Source: an optimization exercise on an open RTL-to-GDS flow (aim: small area). Production flows keep margins and buffers that such runs may drop. The RTL was checked by simulation tests, not by an equivalence proof against the original design. Power figures rest on the tool's default switching activity, not on a simulated workload.

// csr_unit
module csr_unit
#(
    parameter int PC_WIDTH = 39
) (
    input  logic                   clk,
    input  logic                   rst,
    input  logic                   csr_we_i,
    input  logic [11:0]              csr_waddr_i,
    input  logic [11:0]              csr_raddr_i,
    input  logic [63:0]              csr_wdata_i,
    input  logic                   excp_valid_i,
    input  logic [4:0] excp_cause_i,
    input  logic [63:0]              excp_tval_i,
    input  logic [PC_WIDTH-1:0]    excp_pc_i,
    input  logic                   mret_i,
    input  logic                   sret_i,
    input  logic                   commit_first_i,
    input  logic                   commit_second_i,
    output logic [63:0]              rdata_o,
    output logic                   readable_o,
    output logic                   writeable_o,
    output logic [PC_WIDTH-1:0]    redirect_pc_o,
    output logic [1:0]             priv_mode_o,
    output logic [63:0]              mstatus_o
);
    logic [1:0]  cur_mode, mpp;
    logic        mie, mpie, sie, spie, spp, sum, mxr;
    logic [15:0] medeleg;
    logic [63:0] mtvec, stvec, mscratch, sscratch, mtval, stval, mcycle, minstret;
    logic        mtval_z;  
    logic [PC_WIDTH-1:1] mepc, sepc;
    logic [4:0]  mcause, scause;  
    logic [3:0] code;
    logic       deleg, mt, st, mr, sr, tc;
    assign code  = excp_cause_i[3:0];
    assign deleg = medeleg[code];
    assign mt    = excp_valid_i & ~deleg;
    assign st    = excp_valid_i & deleg;
    assign mr    = ~excp_valid_i & mret_i;
    assign sr    = ~excp_valid_i & ~mret_i & sret_i;
    assign tc    = (code == 4'd1) | (code == 4'd5) | (code == 4'd7) |
                   (code == 4'd12) | (code == 4'd13) | (code == 4'd15);
    logic wr;
    assign wr = csr_we_i & ~excp_valid_i;
    function automatic logic wa(input logic [11:0] a);
        wa = wr & (csr_waddr_i == a);
    endfunction
    logic w_mstatus, w_sstatus, w_medeleg, w_mtvec, w_stvec, w_mscratch, w_sscratch;
  ...
export LEC_CHECK = 0
export CAP_MARGIN = 20
export CORE_MARGIN = 2
export CORE_UTILIZATION = 70
export SETUP_SLACK_MARGIN = 0.1
export SLEW_MARGIN = 20
export SYNTH_HIERARCHICAL = 1
export SYNTH_MINIMUM_KEEP_SIZE = 0
create_clock -name core_clock -period 5.5 [get_ports {clk}]
standard.sh (not shown) runs the stock make flow with config.mk's settings and CLKGATE_MAP_FILE= SYNTH_SCRIPT=/design/flow/synth_recipe.tcl, a recipe that flattens the netlist after the stock synthesis.
==> flow/flow/run.sh <==
#!/bin/bash
# Layout flow: the standard layout (standard.sh) with
#  - synthesis mapped by an area-oriented abc script (flow/synth.tcl, flow/abc_area.script);
#    registers are mapped exactly as in the standard synthesis (abc maps only logic)
#  - the port buffers made of sky130_fd_sc_hd__buf_1 instead of the default pick
#  - a clock tree of small clusters of clkbuf_4, without dummy loads
#  - the constant outputs left on the one tie cell synthesis gives them
set -euo pipefail
F=$PWD/flow
export MY_ABC_SCRIPT=$F/abc_area.script
bash standard.sh SYNTH_SCRIPT=$F/synth.tcl \
  "BUFFER_PORTS_ARGS=-buffer_cell sky130_fd_sc_hd__buf_1" \
  "CTS_ARGS=-sink_clustering_enable -repair_clock_nets -buf_list sky130_fd_sc_hd__clkbuf_4 -sink_clustering_size 10 -sink_clustering_max_diameter 40 -dont_use_dummy_load" \
  SKIP_REPAIR_TIE_FANOUT=1 \
  finish > standard.log 2>&1
==> flow/flow/abc_area.script <==
&get -n
&st
&dch
&nf -a
&put
topo
stime -c
==> flow/flow/synth.tcl <==
# The standard flow's synthesis script (synth_recipe.tcl), with abc run on an area-oriented
# script (flow/abc_area.script) in place of ORFS's speed script, and the
# high-fanout control drivers sized up.
proc synth {args} { yosys synth -nofsm -noshare {*}$args }
proc abc {args} {
  set i [lsearch -exact $args -script]
  if { $i >= 0 && [info exists ::env(MY_ABC_SCRIPT)] } {
    set args [lreplace $args [expr {$i+1}] [expr {$i+1}] $::env(MY_ABC_SCRIPT)]
  }
  yosys abc {*}$args
}
source $::env(SCRIPTS_DIR)/synth.tcl
# abc maps csr_and2, the driver of each high-fanout control, to the weakest and2;
# give it and2_4, which drives a whole 64-bit register's load/hold gates.
yosys select -assert-count 1 csr_and2/t:*
yosys select -assert-count 1 csr_and2/t:sky130_fd_sc_hd__and2_*
yosys chtype -set sky130_fd_sc_hd__and2_4 csr_and2/t:sky130_fd_sc_hd__and2_*
# left out here: clear keep_hierarchy, flatten, clean up, hide names made inside functions, write 1_2_yosys.v
The starting point completed with no timing, DRC or antenna violations.
Change:
--- a/flow/design.v
+++ b/flow/design.v
@@ -662,17 +662,16 @@
     output logic [PC_WIDTH-1:0]    redirect_pc_o,
     output logic [1:0]             priv_mode_o,
     output logic [63:0]              mstatus_o
 );
     logic [1:0]  cur_mode, mpp;
     logic        mie, mpie, sie, spie, spp, sum, mxr;
     logic [15:0] medeleg;
     logic [63:0] mtvec, stvec, mscratch, sscratch, mtval, stval, mcycle, minstret;
-    logic        mtval_z;  
     logic [PC_WIDTH-1:1] mepc, sepc;
     logic [4:0]  mcause, scause;  
     logic [3:0] code;
     logic       deleg, mt, st, mr, sr, tc;
     assign code  = excp_cause_i[3:0];
     assign deleg = medeleg[code];
     assign mt    = excp_valid_i & ~deleg;
     assign st    = excp_valid_i & deleg;
@@ -720,17 +719,17 @@
     csr_and2 u_s_mscratch (.a(w_mscratch), .b(nrst), .y(s_mscratch));
     csr_and2 u_s_sscratch (.a(w_sscratch), .b(nrst), .y(s_sscratch));
     csr_and2 u_s_mtval (.a(w_mtval), .b(nrst), .y(s_mtval));
     assign t_medeleg  = ~(w_medeleg  | rst);
     csr_and2 u_t_mtvec (.a(~w_mtvec), .b(nrst), .y(t_mtvec));
     csr_and2 u_t_stvec (.a(~w_stvec), .b(nrst), .y(t_stvec));
     csr_and2 u_t_mscratch (.a(~w_mscratch), .b(nrst), .y(t_mscratch));
     csr_and2 u_t_sscratch (.a(~w_sscratch), .b(nrst), .y(t_sscratch));
-    csr_and2 u_t_mtval (.a(~w_mtval), .b(nrst), .y(t_mtval));
+    csr_and2 u_t_mtval (.a(~(w_mtval | mt)), .b(nrst), .y(t_mtval));  
     logic s_stval, l_stval, t_stval;
     csr_and2 u_s_stval (.a(w_stval),         .b(nrst), .y(s_stval));
     csr_and2 u_l_stval (.a(st & tc),         .b(nrst), .y(l_stval));
     csr_and2 u_t_stval (.a(~(w_stval | st)), .b(nrst), .y(t_stval));
     logic s_mepc, t_mepc, s_sepc, t_sepc;
     csr_and2 u_s_mepc (.a(w_mepc | mt),    .b(nrst), .y(s_mepc));
     csr_and2 u_t_mepc (.a(~(w_mepc | mt)), .b(nrst), .y(t_mepc));
     csr_and2 u_s_sepc (.a(w_sepc | st),    .b(nrst), .y(s_sepc));
@@ -769,18 +768,16 @@
         mscratch <= mscratch_d;
         sscratch <= sscratch_d;
         mtval    <= mtval_d;
         stval    <= stval_d;
         mepc     <= mepc_d;
         sepc     <= sepc_d;
         mcause   <= mcause_d;
         scause   <= scause_d;
-        if (w_mtval | rst)    mtval_z  <= 1'b0;
-        else if (mt)          mtval_z  <= 1'b1;
     end
     logic [63:0] cyc_c, ins_c;
     logic [7:0]  cyc_g, ins_g, cyc_bc, ins_bc;
     logic        ins_c1;
     assign ins_c1 = (minstret[0] & commit_first_i) | (minstret[0] & commit_second_i) |
                     (commit_first_i & commit_second_i);
     always_comb begin
         for (int k = 0; k < 8; k++) begin
@@ -915,40 +912,40 @@
     logic r_mstatus, r_sstatus, r_medeleg, r_mcause, r_scause, r_cycle;
     assign r_mstatus = h3 & l00;
     assign r_sstatus = h1 & l00;
     assign r_medeleg = h3 & l02;
     assign r_mcause  = h3 & l42;
     assign r_scause  = h1 & l42;
     assign r_cycle   = hc & l00;
     logic r_mtvec, r_stvec, r_mscratch, r_sscratch, r_mepc, r_sepc;
-    logic r_mtval_v, r_stval, r_cyc, r_minstret;
+    logic r_mtval, r_stval, r_cyc, r_minstret;
     csr_and2 u_r_mtvec    (.a(h3),       .b(l05),             .y(r_mtvec));
     csr_and2 u_r_stvec    (.a(h1),       .b(l05),             .y(r_stvec));
     csr_and2 u_r_mscratch (.a(h3),       .b(l40),             .y(r_mscratch));
     csr_and2 u_r_sscratch (.a(h1),       .b(l40),             .y(r_sscratch));
     csr_and2 u_r_mepc     (.a(h3),       .b(l41),             .y(r_mepc));
     csr_and2 u_r_sepc     (.a(h1),       .b(l41),             .y(r_sepc));
-    csr_and2 u_r_mtval    (.a(h3),       .b(l43 & ~mtval_z),  .y(r_mtval_v));
+    csr_and2 u_r_mtval    (.a(h3),       .b(l43),             .y(r_mtval));
     csr_and2 u_r_stval    (.a(h1),       .b(l43),             .y(r_stval));
     csr_and2 u_r_cyc      (.a(hb | hc),  .b(l00),             .y(r_cyc));
     csr_and2 u_r_minstret (.a(hb),       .b(l02),             .y(r_minstret));
     csr_read_mux u_read_mux (
         .r_mstatus  (r_mstatus),
         .r_st       (r_mstatus | r_sstatus),
         .r_medeleg  (r_medeleg),
         .r_mtvec    (r_mtvec),
         .r_stvec    (r_stvec),
         .r_mscratch (r_mscratch),
         .r_sscratch (r_sscratch),
         .r_mepc     (r_mepc),
         .r_sepc     (r_sepc),
         .r_mcause   (r_mcause),
         .r_scause   (r_scause),
-        .r_mtval    (r_mtval_v),
+        .r_mtval    (r_mtval),
         .r_stval    (r_stval),
         .r_cyc      (r_cyc),
         .r_minstret (r_minstret),
         .mie(mie), .mpie(mpie), .sie(sie), .spie(spie), .spp(spp), .sum(sum), .mxr(mxr),
         .mpp(mpp), .medeleg(medeleg),
         .mtvec(mtvec), .stvec(stvec), .mscratch(mscratch), .sscratch(sscratch),
         .mtval(mtval), .stval(stval), .mcycle(mcycle), .minstret(minstret),
         .mepc(mepc), .sepc(sepc), .mcause(mcause), .scause(scause),
The changed run completed with no timing, DRC or antenna violations; wire length drops by 0.32%; critical path depth is unchanged; utilization drops by 0.19 points; area after synthesis hardly moves; count of clock-buffer cells in the layout drops by 1; clock power is about the same; register-to-register slack loses 0.04 ns; cell area hardly moves; via count drops by 1.0%; cell count drops by 0.36%.

-- port drivers added, routing unchanged --
The results above use ideal ports. As a check the final layouts listed here were re-extracted and re-timed, cells and wires unchanged. Step 1 sets driving cells, clkbuf_16 on the clock port and buf_2 on the other inputs (assumed; they add their load-dependent delay and slew). Step 2 adds t to the input delays and takes it off the output delays; t is the mean of the earliest and latest rising clock arrival at the registers after step 1. Input paths then give back, and output paths get back, about the clock's delay inside the block. a / b / c = ideal ports / drivers / drivers and shift; a / b = the first two.
| run | t, ns | setup slack, ns | worst hold slack (ns) | worst setup path at the end | latest minus earliest clock arrival (ns) |
|---|---|---|---|---|---|
| the first run | 0.844 | 0.505 / 0.438 / 0.438 | 0.459 / 0.431 / 0.459 | input to output | 0.091 / 0.091 |
| the second run | 0.850 | 0.379 / 0.320 / 0.320 | 0.461 / 0.434 / 0.482 | input to output | 0.099 / 0.099 |
After both steps setup and hold are still met in every run listed. The setup slack of the first run, which loses most, moves by -0.067 ns with the drivers and by -0.067 ns with both steps.
